Background: an optimization exercise with open tools, aiming at small area, a short achievable clock period and few clock cycles. Do not read the settings as production practice. Only simulation tests tie the RTL to the original design; equivalence was not proved. Power is estimated from default activity; no workload was simulated.

fjord:
// exec_unit
module exec_unit (
   input  wire                           CLK,
   input  wire                           arst_n,
   input  wire                           ins_valid,
   input  wire  [exec_pkg::INS_W-1:0]    ins,
   output wire                           busy,
   output wire                           done,
   output wire                           halted,
   output wire                           wr_en,
   output wire  [exec_pkg::REG_AW-1:0]   wr_addr,
   output wire  [exec_pkg::XLEN-1:0]     wr_data,
   output wire  [exec_pkg::FLAG_W-1:0]   flags
);
   localparam int W  = exec_pkg::XLEN;
   localparam int AW = exec_pkg::REG_AW;
   logic                        v_x, fwd_a_x, fwd_b_x;
   wire  [W-1:0]                result;
   logic                        is_add_x, is_sub_x, is_shift_x, shl_x, sar_x, is_setf_x;
   logic                        upd_arith_x, upd_logic_x, reg_write_x, is_halt_x;
   logic [3:0]                  tt_x;
   logic [exec_pkg::COND_W-1:0] cond_x;
   logic [AW-1:0]               rd_x;
   logic [W-1:0]                a_x, b_x;
   wire                     accept, halted_int;
   wire [exec_pkg::FLAG_W-1:0] flags_int;
   logic                    v_d;
   logic [exec_pkg::INS_W-1:0] ir_d;
   exec_ctrl u_ctrl (
      .CLK(CLK), .arst_n(arst_n), .ins_valid(ins_valid),
      .ins_halt(ins[exec_pkg::OPC_LSB +: exec_pkg::OPC_W] == exec_pkg::OP_HALT),
      .halt_done(halt_w), .accept(accept), .busy(busy), .halted(halted_int),
      .halted_port(halted)
   );
   always_ff @(posedge CLK or negedge arst_n) begin
      if (!arst_n) v_d <= 1'b0;
      else         v_d <= accept;
   end
   logic [3:0]           rs_lo_d, rd_lo_d;
   logic [7:0]           rs_hi_d, rd_hi_d;
   logic                 fw_rs_d, fw_rd_d;
   wire  [AW-1:0]        ins_rs  = ins[exec_pkg::RS_LSB +: AW];
   wire  [AW-1:0]        ins_rd  = ins[exec_pkg::RD_LSB +: AW];
   wire                  ins_imm = ins[exec_pkg::OPC_LSB + 4];
   wire                  fw_rs, fw_rd;
   assign fw_rs = v_x && reg_write_x && rd_x == ins_rs && !ins_imm;
  ...
Settings: LEC_CHECK=0, CAP_MARGIN=20, CORE_MARGIN=2, CORE_UTILIZATION=30, SLEW_MARGIN=20, SYNTH_HIERARCHICAL=1; clock period 12.0 ns.
standard.sh (not shown) runs the stock make flow with config.mk's settings and CLKGATE_MAP_FILE= SYNTH_SCRIPT=/design/flow/synth_recipe.tcl, a recipe that flattens the netlist after the stock synthesis.
==> flow/flow/run.sh <==
#!/bin/bash
set -euo pipefail
cd "$(dirname "$0")/.."
args=()
while IFS= read -r line; do
  [[ -z "$line" || "$line" == \#* ]] && continue
  args+=("$line")
done < flow/knobs.txt
bash standard.sh "${args[@]}" finish > flow_make.log 2>&1
==> flow/flow/knobs.txt <==
SETUP_SLACK_MARGIN=8.5
CTS_ARGS=-sink_clustering_enable -repair_clock_nets -dont_use_dummy_load -sink_clustering_size 24 -sink_clustering_max_diameter 150
fjord | stages: all done | timing, DRC, antenna: all pass
Testbench counts of fjord, summed over its fixed seeds: cycles 24,024.
Inputs modified between fjord and tundra:
--- a/flow/design.v
+++ b/flow/design.v
@@ -328,26 +328,34 @@
    input  wire   arst_n,
    input  wire   ins_valid,
    input  wire   ins_halt,     
    input  wire   halt_done,    
    output logic  accept,
    output logic  busy,
    output logic  halted,
-   output logic  halted_port    
+   output logic  halted_port,   
+   output logic  busy_port      
 );
    assign accept = ins_valid & ~busy;
    always_ff @(posedge CLK or negedge arst_n) begin
       if (!arst_n) begin
          busy   <= 1'b0;
          halted <= 1'b0;
       end else begin
          if (accept && ins_halt) busy <= 1'b1;
          if (halt_done) halted <= 1'b1;
       end
    end
+   always_ff @(posedge CLK or negedge arst_n) begin
+      if (!arst_n) begin
+         busy_port <= 1'b0;
+      end else if (ins_valid && !busy_port && ins_halt) begin
+         busy_port <= 1'b1;
+      end
+   end
    always_ff @(posedge CLK) begin
       halted_port <= halted | halt_done;
    end
 endmodule
 `default_nettype wire
 `default_nettype none
 module exec_unit (
@@ -369,23 +377,23 @@
    wire  [W-1:0]                result;
    logic                        is_add_x, is_sub_x, is_shift_x, shl_x, sar_x, is_setf_x;
    logic                        upd_arith_x, upd_logic_x, reg_write_x, is_halt_x;
    logic [3:0]                  tt_x;
    logic [exec_pkg::COND_W-1:0] cond_x;
    logic [AW-1:0]               rd_x;
    logic [W-1:0]                a_x, b_x;
-   wire                     accept, halted_int;
+   wire                     accept, busy_int, halted_int;
    wire [exec_pkg::FLAG_W-1:0] flags_int;
    logic                    v_d;
    logic [exec_pkg::INS_W-1:0] ir_d;
    exec_ctrl u_ctrl (
       .CLK(CLK), .arst_n(arst_n), .ins_valid(ins_valid),
       .ins_halt(ins[exec_pkg::OPC_LSB +: exec_pkg::OPC_W] == exec_pkg::OP_HALT),
-      .halt_done(halt_w), .accept(accept), .busy(busy), .halted(halted_int),
-      .halted_port(halted)
+      .halt_done(halt_w), .accept(accept), .busy(busy_int), .halted(halted_int),
+      .halted_port(halted), .busy_port(busy)
    );
    always_ff @(posedge CLK or negedge arst_n) begin
       if (!arst_n) v_d <= 1'b0;
       else         v_d <= accept;
    end
    logic [3:0]           rs_lo_d, rd_lo_d;
    logic [7:0]           rs_hi_d, rd_hi_d;
On placed wire-length estimate, tundra tracks fjord almost exactly. tundra against fjord: non-clock buffer count fell by 11, worst clock skew on the final layout dropped 0.062 ns, instance count of the mapped netlist was more or less identical, global routing met1 resource utilization has remained practically unchanged. Total chip power, tundra and fjord: higher on tundra. tundra vs. fjord: sequential power saw little to no change; horizontal die dimension roughly the same; non-filler instance count after layout held steady.
Testbench counts of tundra, summed over its fixed seeds: cycles 24,024.

========
rev 12:
exec_unit, a different RTL version from the one above (not shown whole).
For scale: roughly 3,200 cells after synthesis.
==> flow/config.mk <==
export PLATFORM = sky130hd
export DESIGN_NAME = exec_unit
export DESIGN_NICKNAME = exec_unit
export VERILOG_FILES = /design/flow/design.v
export SDC_FILE = /design/flow/constraint.sdc
export NUM_CORES = 4
export LEC_CHECK = 0
export CAP_MARGIN = 20
export CORE_MARGIN = 2
export CORE_UTILIZATION = 30
export SLEW_MARGIN = 20
export SYNTH_HIERARCHICAL = 1
==> flow/constraint.sdc <==
create_clock -name core_clock -period 12.0 [get_ports {CLK}]
set_input_delay 2.4000 -clock core_clock [delete_from_list [all_inputs] [get_ports {CLK}]]
set_output_delay 2.4000 -clock core_clock [all_outputs]
set_load 0.01 [all_outputs]
==> flow/flow/knobs.txt <==
SETUP_SLACK_MARGIN=8.5
CTS_ARGS=-sink_clustering_enable -repair_clock_nets -dont_use_dummy_load
Scripts as last shown in full above: flow/flow/run.sh
Having completed the whole flow, rev 12 delivered a layout that passed the timing, DRC and antenna checks.
Testbench counts of rev 12, summed over its fixed seeds: cycles 24,024.
### rev 12 -> rev 13
diff --git a/flow/design.v b/flow/design.v
--- a/flow/design.v
+++ b/flow/design.v
@@ -214,23 +214,23 @@
    input  wire  [3:0]                     tt,
    input  wire                            is_setf,
    input  wire                            cond_met,
    output logic [exec_pkg::XLEN-1:0]      result,
    output logic                           cy,
    output logic                           ov
 );
    localparam int W = exec_pkg::XLEN;
    logic [W-1:0] bx, sum, sh_in, sh_out, sh_rev, bitw;
    logic         co, fill;
    logic [W:0]   sh_wide;
-   assign bx        = b ^ {W{is_sub}};
+   assign bx        = b;
    assign {co, sum} = {1'b0, a} + {1'b0, bx} + {{W{1'b0}}, is_sub};
    assign cy        = co ^ is_sub;
    assign ov        = (a[W-1] == bx[W-1]) && (sum[W-1] != a[W-1]);
    always_comb begin
       for (int i = 0; i < W; i++) sh_in[i] = shl ? a[W-1-i] : a[i];
    end
    assign fill   = sar & a[W-1];
    assign sh_wide = $signed({fill, sh_in}) >>> b[4:0];
    assign sh_out  = sh_wide[W-1:0];
    always_comb begin
       for (int i = 0; i < W; i++) sh_rev[i] = shl ? sh_out[W-1-i] : sh_out[i];
@@ -329,23 +329,22 @@
    output wire                           busy,
    output wire                           done,
    output wire                           halted,
    output wire                           wr_en,
    output wire  [exec_pkg::REG_AW-1:0]   wr_addr,
    output wire  [exec_pkg::XLEN-1:0]     wr_data,
    output wire  [exec_pkg::FLAG_W-1:0]   flags
 );
    localparam int W  = exec_pkg::XLEN;
    localparam int AW = exec_pkg::REG_AW;
    logic                        v_x, fwd_a_x, fwd_b_x;
-   wire  [W-1:0]                result;
    logic                        is_add_x, is_sub_x, is_shift_x, shl_x, sar_x, is_setf_x;
    logic                        upd_arith_x, upd_logic_x, reg_write_x, is_halt_x;
    logic [3:0]                  tt_x;
    logic [exec_pkg::COND_W-1:0] cond_x;
    logic [AW-1:0]               rd_x;
    logic [W-1:0]                a_x, b_x;
    wire                     accept;
    logic                    v_d;
    logic [exec_pkg::INS_W-1:0] ir_d;
    exec_ctrl u_ctrl (
       .CLK(CLK), .arst_n(arst_n), .ins_valid(ins_valid),
@@ -392,75 +391,80 @@
    logic [AW-1:0] rd_w;
    logic [W-1:0]  res_w;
    wire [W-1:0] imm_ext_d = {{(W-exec_pkg::IMM_W){imm5_d[exec_pkg::IMM_W-1]}}, imm5_d};
    exec_regfile u_regfile (
       .CLK(CLK), .rs_sel(rs_sel_d), .rd_sel(rd_sel_d),
       .rs_xsel({use_imm_d, fw_rs_d}), .rs_xd0(res_w), .rs_xd1(imm_ext_d),
       .rd_xsel(fw_rd_d), .rd_xd0(res_w),
       .rs_data(rs_data), .rd_data(rd_data),
       .wr_en(wr_w), .wr_addr(rd_w), .wr_data(res_w)
    );
    assign a_r = rd_data;
-   assign b_r = rs_data;
+   assign b_r = rs_data ^ {W{is_sub_d}};
    always_ff @(posedge CLK or negedge arst_n) begin
       if (!arst_n) v_x <= 1'b0;
       else         v_x <= v_d;
    end
-   assign fwd_a_x = v_x && reg_write_x && rd_x == rd_d;
-   assign fwd_b_x = v_x && reg_write_x && rd_x == rs_d && !use_imm_d;
    always_ff @(posedge CLK) begin
-      a_x         <= fwd_a_x ? result : a_r;
-      b_x         <= fwd_b_x ? result : b_r;
+      a_x         <= a_r;
+      b_x         <= b_r;
+      fwd_a_x     <= v_x && reg_write_x && rd_x == rd_d;
+      fwd_b_x     <= v_x && reg_write_x && rd_x == rs_d && !use_imm_d;
       is_add_x    <= is_add_d;
       is_sub_x    <= is_sub_d;
       is_shift_x  <= is_shift_d;
       shl_x       <= shl_d;
       sar_x       <= sar_d;
       tt_x        <= tt_d;
       is_setf_x   <= is_setf_d;
       cond_x      <= cond_d;
       upd_arith_x <= upd_arith_d;
       upd_logic_x <= upd_logic_d;
       reg_write_x <= reg_write_d;
       is_halt_x   <= is_halt_d;
       rd_x        <= rd_d;
    end
-   wire [W-1:0] op_a = a_x;
-   wire [W-1:0] op_b = b_x;
+   wire [W-1:0] op_a = fwd_a_x ? res_w : a_x;
+   wire [W-1:0] op_b = fwd_b_x ? (res_w ^ {W{is_sub_x}}) : b_x;
+   wire [W-1:0] result;
    wire         cy, ov, cond_met;
    exec_alu u_alu (
       .a(op_a), .b(op_b), .is_add(is_add_x), .is_sub(is_sub_x), .is_shift(is_shift_x),
       .shl(shl_x), .sar(sar_x), .tt(tt_x), .is_setf(is_setf_x), .cond_met(cond_met),
       .result(result), .cy(cy), .ov(ov)
    );
    always_ff @(posedge CLK or negedge arst_n) begin
       if (!arst_n) begin
          done_w      <= 1'b0;
          wr_w        <= 1'b0;
          upd_arith_w <= 1'b0;
          upd_logic_w <= 1'b0;
          halt_w      <= 1'b0;
       end else begin
          done_w      <= v_x;
          wr_w        <= v_x & reg_write_x;
          upd_arith_w <= v_x & upd_arith_x;
          upd_logic_w <= v_x & upd_logic_x;
          halt_w      <= v_x & is_halt_x;
       end
    end
+   logic [W-1:0] wr_data_w;
+   always_ff @(posedge CLK) begin
+      wr_data_w <= (v_x && reg_write_x) ? result : '0;
+   end
    always_ff @(posedge CLK) begin
       res_w <= result;
       cy_w  <= cy;
       ov_w  <= ov;
       rd_w  <= rd_x;
    end
    exec_flags u_flags (
       .CLK(CLK), .arst_n(arst_n), .upd_arith(upd_arith_w), .upd_logic(upd_logic_w),
       .result(res_w), .cy(cy_w), .ov(ov_w), .cond(cond_x),
       .flags(flags), .cond_met(cond_met)
    );
    assign done    = done_w;
    assign wr_en   = wr_w;
    assign wr_addr = rd_w;
-   assign wr_data = res_w;
+   assign wr_data = wr_data_w;
 endmodule
 `default_nettype wire
[summary]
In rev 13 the final standard cell count with taps included and fillers excluded turned out about 4% higher than in rev 12.
Against rev 12, rev 13 comes in 10 higher on number of buffers inserted during clock tree synthesis.
Rev 13 against rev 12: count of clock-buffer cells in the layout shows an increase of 10, non-clock buffer count in the final layout shows a reduction of about 14%.
Comparing the two runs side by side, rev 13 comes out behind rev 12 on overall power.
Measured against each other, rev 13 and rev 12 differ in clock group share of total power, the higher figure coming from rev 13.
Comparing rev 13 and rev 12, the higher number of cell rows was measured on rev 13.
Relative to rev 12, slew at the pin with the worst max-slew slack increased by 0.086 ns in rev 13.
Testbench counts of rev 13, summed over its fixed seeds: cycles 24,024.

[what the ideal ports hide]
How much do the figures lean on ideal ports? The routed layouts below were timed once more, with nothing changed but the port constraints. Step 1: set_driving_cell puts a clkbuf_16 on CLK and a buf_2 on each other input, an assumption about the parent block. Step 2, shift: input delay + t, output delay - t, t = (earliest + latest rising clock arrival at the registers) / 2. This alone moves slack from input paths to output paths. Three values: ideal ports, drivers, drivers and shift; two values: the first two.
| run | t (ns) | slack for setup (ns) | latest minus earliest clock arrival (ns) |
|---|---|---|---|
| fjord | 0.783 | 8.376 / 8.301 / 7.891 | 0.141 / 0.141 |
| tundra | 0.772 | 8.398 / 8.317 / 7.943 | 0.077 / 0.077 |
| rev 12 | 0.787 | 8.214 / 8.141 / 7.853 | 0.115 / 0.114 |
| rev 13 | 0.796 | 8.269 / 8.222 / 7.742 | 0.069 / 0.070 |
After both steps every run listed still meets setup and hold. For rev 13, which loses most, drivers alone change the setup slack by -0.047 ns; drivers and shift together by -0.527 ns.
